Source: an optimization exercise on an open RTL-to-GDS flow (aim: small area, a short achievable clock period and few clock cycles per item). Production flows keep margins and buffers that such runs may drop.
RTL that was checked went through simulation tests only; none was proved equivalent to the original.

P:
==> module mdct_resonator_bank, before the edit <==
module mdct_resonator_bank #(
    parameter int DW   = 32,
    parameter int CW   = 16,
    parameter int FRAC = 14,
    parameter int NCH  = 4,
    parameter int SAT  = 1,
    parameter int LW   = 16,
    localparam int CHW = (NCH > 1) ? $clog2(NCH) : 1
) (
    input  logic              clk_in,
    input  logic              rst_sys,
    input  logic              start,
    input  logic              abort,
    input  logic [LW-1:0]     frame_len,
    input  logic [NCH*CW-1:0] coef,
    input  logic [DW-1:0]     init_s1,
    input  logic [DW-1:0]     init_s2,
    input  logic              s_valid,
    output logic              s_ready,
    input  logic [DW-1:0]     s_data,
    output logic              m_valid,
    input  logic              m_ready,
    output logic [DW-1:0]     m_data,
    output logic [CHW-1:0]    m_chan,
    output logic              m_last,
    output logic              busy,
    output logic              done
);
    localparam logic [2:0] S_IDLE  = 3'd0;
    localparam logic [2:0] S_P0F   = 3'd1;
    localparam logic [2:0] S_P0    = 3'd2;
    localparam logic [2:0] S_WAIT  = 3'd3;
    localparam logic [2:0] S_P1    = 3'd4;
    localparam logic [2:0] S_FLUSH = 3'd5;
    localparam logic [2:0] S_DRAIN = 3'd6;
    localparam logic [2:0] S_WAITF = 3'd7;
    logic [2:0]  state, state_nx;
    logic [15:0] cnt;
    logic        lastf;
    logic        zlen;
    logic [1:0]  rix, rix_nx;
    logic        take_s, take_m, lastf_nx;
    assign lastf_nx = take_s ? (cnt == 16'd1) : lastf;
    logic        st_idle, st_p0f, st_p0, st_wait, st_p1, st_flush, st_drain, st_waitf;
    assign st_idle  = (state == S_IDLE);
    assign st_p0f   = (state == S_P0F);
    assign st_p0    = (state == S_P0);
    assign st_wait  = (state == S_WAIT);
    assign st_p1    = (state == S_P1);
    assign st_flush = (state == S_FLUSH);
    assign st_drain = (state == S_DRAIN);
    assign st_waitf = (state == S_WAITF);
    assign take_s = s_ready & s_valid & ~abort;
    assign take_m = m_valid & m_ready & ~abort;
    logic        adv, ld_y, nxt_b, idle_q, flush_q, drain_q, xen, ld_r1, hold_r1;
    always_ff @(posedge clk_in or posedge rst_sys) begin
        if (rst_sys) begin
            adv     <= 1'b0;
            ld_y    <= 1'b0;
            nxt_b   <= 1'b0;
            idle_q  <= 1'b1;
            flush_q <= 1'b0;
            drain_q <= 1'b0;
            ld_r1   <= 1'b0;
            hold_r1 <= 1'b0;
        end else begin
            ld_r1   <= (state_nx == S_P0) || (state_nx == S_P1) || (state_nx == S_FLUSH);
            hold_r1 <= !((state_nx == S_P0) || (state_nx == S_P1) || (state_nx == S_FLUSH) || (state_nx == S_IDLE));
            adv     <= (state_nx == S_P0F) || (state_nx == S_P0) || (state_nx == S_P1) || (state_nx == S_FLUSH);
            ld_y    <= (state_nx == S_P0) || (state_nx == S_P1) || (state_nx == S_FLUSH);
            nxt_b   <= (state_nx == S_P0F) || (state_nx == S_P0);
            idle_q  <= (state_nx == S_IDLE);
            flush_q <= (state_nx == S_FLUSH);
            drain_q <= (state_nx == S_DRAIN);
        end
    end
    always_ff @(posedge clk_in)
        xen <= (state_nx == S_WAITF) || (state_nx == S_WAIT) || ((state_nx == S_P1) && !lastf_nx);
    logic signed [31:0] x_reg;
    always_ff @(posedge clk_in) begin
        if (xen)
            x_reg <= s_data;
    end
    logic [31:0] y0, y1, r1_0, r1_1, d1_0, d1_1;
    mrb_lane u_l0 (
        .clk(clk_in), .rst(rst_sys), .idle(idle_q), .adv(adv), .ld_y(ld_y), .ld_r1(ld_r1), .hold_r1(hold_r1), .nxt_b(nxt_b),
        .ca(coef[15:0]), .cb(coef[31:16]), .init_s1(init_s1), .init_s2(init_s2),
        .x(x_reg), .y(y0), .r1(r1_0), .d1(d1_0)
    );
    mrb_lane u_l1 (
        .clk(clk_in), .rst(rst_sys), .idle(idle_q), .adv(adv), .ld_y(ld_y), .ld_r1(ld_r1), .hold_r1(hold_r1), .nxt_b(nxt_b),
        .ca(coef[47:32]), .cb(coef[63:48]), .init_s1(init_s1), .init_s2(init_s2),
        .x(x_reg), .y(y1), .r1(r1_1), .d1(d1_1)
    );
    always_comb begin
        state_nx = state;
        rix_nx   = rix;
        case (state)
            S_IDLE:  if (start) state_nx = (frame_len == 16'd0) ? S_DRAIN : S_WAITF;
            S_WAITF: if (s_valid) state_nx = S_P0F;
            S_P0F,
            S_P0:    state_nx = S_P1;
            S_WAIT:  if (s_valid) state_nx = S_P0;
            S_P1:    state_nx = lastf ? S_FLUSH : (s_valid ? S_P0 : S_WAIT);
            S_FLUSH: state_nx = S_DRAIN;
            S_DRAIN: if (m_ready && rix == 2'd3) state_nx = S_IDLE;
            default: state_nx = S_IDLE;
        endcase
        if (st_idle || st_p1)
            rix_nx = 2'd0;
        else if (m_ready && (st_flush || st_drain))
            rix_nx = rix + 2'd1;
        if (abort)
            state_nx = S_IDLE;
    end
    always_ff @(posedge clk_in or posedge rst_sys) begin
        if (rst_sys) begin
            state   <= S_IDLE;
            s_ready <= 1'b0;
            m_valid <= 1'b0;
            busy    <= 1'b0;
            done    <= 1'b0;
        end else begin
            state   <= state_nx;
            s_ready <= (state_nx == S_WAITF) || (state_nx == S_WAIT) || ((state_nx == S_P1) && !lastf_nx);
            m_valid <= (state_nx == S_FLUSH) || (state_nx == S_DRAIN);
            busy    <= (state_nx != S_IDLE);
            done    <= st_drain && take_m && (rix == 2'd3);
        end
    end
    always_ff @(posedge clk_in) begin
        rix    <= rix_nx;
        m_chan <= rix_nx;
        m_last <= (rix_nx == 2'd3);
        lastf <= lastf_nx;
        if (idle_q) begin
            cnt  <= frame_len;
            zlen <= (frame_len == 16'd0);
        end else if (take_s) begin
            cnt  <= cnt - 16'd1;
        end
    end
    logic [31:0] src0, src1, src2, src3, md_a, md_b, md_ao, md_bo;
    assign src0 = zlen ? r1_0 : d1_0;
    assign src1 = r1_0;
    assign src2 = zlen ? r1_1 : d1_1;
    assign src3 = r1_1;
    always_comb begin
        case (rix)
            2'd0:    begin md_bo = src0; md_ao = src1; end
            2'd1:    begin md_bo = src1; md_ao = src2; end
            2'd2:    begin md_bo = src2; md_ao = src3; end
            default: begin md_bo = src3; md_ao = src3; end
        endcase
        if (idle_q) begin
            md_ao = init_s1;
            md_bo = init_s1;
        end else if (flush_q)
            md_bo = r1_0;
    end
    assign md_a = (idle_q | drain_q) ? md_ao : y0;
    assign md_b = (idle_q | drain_q | flush_q) ? md_bo : y0;
    always_ff @(posedge clk_in)
        m_data <= m_ready ? md_a : md_b;
endmodule
Settings: LEC_CHECK=0, CAP_MARGIN=20, CORE_MARGIN=2, CORE_UTILIZATION=70, CTS_BUF_LIST=sky130_fd_sc_hd__clkbuf_8 sky130_fd_sc_hd__clkbuf_16, CTS_CLUSTER_DIAMETER=80, CTS_CLUSTER_SIZE=20, SLEW_MARGIN=20; clock period 13.0 ns.
standard.sh (not shown) runs the stock make flow with config.mk's settings and CLKGATE_MAP_FILE= SYNTH_SCRIPT=/design/flow/synth_recipe.tcl, a recipe that flattens the netlist after the stock synthesis.
==> flow/flow/run.sh <==
#!/bin/bash
# Own layout flow: the standard flow (standard.sh) with two changes.
# 1. After the standard synthesis (unchanged), fapol.py removes the inverters
#    that adder extraction left between full-adder cells, by choosing which
#    full adders compute on complemented signals (a full adder is self-dual).
#    Registers and ports are untouched; the logic function is the same.
# 2. repair_timing is asked for a larger setup margin, so that the layout is
#    timed tighter than the 13 ns constraint demands, and the ports get plain
#    buffers. The SDC is not changed.
set -euo pipefail
source flow/params.sh
R=$PWD/orfs/results/sky130hd/mdct_resonator_bank/base
bash standard.sh synth > synth.log 2>&1
cp $R/1_2_yosys.v $R/1_2_yosys.std.v
python3 flow/fapol.py $R/1_2_yosys.std.v $R/1_2_yosys.fapol.v > fapol.log 2>&1
cp $R/1_2_yosys.fapol.v $R/1_2_yosys.v
rm -f $R/1_synth.odb $R/1_synth.sdc
bash standard.sh SETUP_SLACK_MARGIN=$MARGIN "BUFFER_PORTS_ARGS=-buffer_cell $PORTBUF" finish > standard.log 2>&1
Other scripts of this flow, unchanged in this note and not shown: flow/flow/fapol.py, flow/flow/params.sh
Per the final summary, P finished and its layout is clean on timing, DRC and antenna.
### P -> Q
--- a/flow/design.v
+++ b/flow/design.v
@@ -140,28 +140,21 @@
             cnt  <= cnt - 16'd1;
         end
     end
-    logic [31:0] src0, src1, src2, src3, md_a, md_b, md_ao, md_bo;
-    assign src0 = zlen ? r1_0 : d1_0;
-    assign src1 = r1_0;
-    assign src2 = zlen ? r1_1 : d1_1;
-    assign src3 = r1_1;
-    always_comb begin
-        case (rix)
-            2'd0:    begin md_bo = src0; md_ao = src1; end
-            2'd1:    begin md_bo = src1; md_ao = src2; end
-            2'd2:    begin md_bo = src2; md_ao = src3; end
-            default: begin md_bo = src3; md_ao = src3; end
-        endcase
-        if (idle_q) begin
-            md_ao = init_s1;
-            md_bo = init_s1;
-        end else if (flush_q)
-            md_bo = r1_0;
+    always_ff @(posedge clk_in) begin
+        if (idle_q)
+            m_data <= init_s1;
+        else if (drain_q) begin
+            case (rix_nx)
+                2'd0:    m_data <= zlen ? r1_0 : d1_0;
+                2'd1:    m_data <= r1_0;
+                2'd2:    m_data <= zlen ? r1_1 : d1_1;
+                default: m_data <= r1_1;
+            endcase
+        end else if (flush_q && !m_ready)
+            m_data <= r1_0;
+        else
+            m_data <= y0;
     end
-    assign md_a = (idle_q | drain_q) ? md_ao : y0;
-    assign md_b = (idle_q | drain_q | flush_q) ? md_bo : y0;
-    always_ff @(posedge clk_in)
-        m_data <= m_ready ? md_a : md_b;
 endmodule
 module mrb_lane (
     input  logic        clk,
- In Q, post-route standard cell area excluding fillers is lower than in P.
- Of Q and P, P shows the higher first-pass iteration count of the detailed router, with Q below it.
- Comparing die area for Q and P, the smaller number came from Q.
- P -> Q: via count of the first global-routing pass decreased by a few percent
- Delta (Q minus P): layout sequential cell count roughly the same; routed wire length lower; total number of nets in the final design lower.
Testbench counts of Q, summed over its fixed seeds: cycles 9,680, samples 4,452.
For P, only the layout was checked, not whether the RTL still works.

## afterwards: timing with drivers on the ports
The flow's constraints put no driver on any port. The routed layouts listed below were extracted and timed again, unchanged, in two steps.
Step 1: set_driving_cell puts a clkbuf_16 on clk_in and a buf_2 on each other input, an assumption about the parent block.
Step 2 also shifts input and output timing later by t, the mid clock arrival at the registers, as if the neighbouring blocks saw the same clock.
a / b / c = ideal / step 1 / step 2; a / b = the first two.
run | shift t [ns] | setup slack, ns | slew at the worst register clock pin (ns)
P | 0.662 | 9.130 / 9.059 / 8.651 | 0.09 / 0.09
Q | 0.640 | 9.071 / 9.092 / 8.452 | 0.09 / 0.09
After both steps every run listed still meets setup and hold. For Q, which loses most, drivers alone change the setup slack by +0.021 ns; drivers and shift together by -0.619 ns.
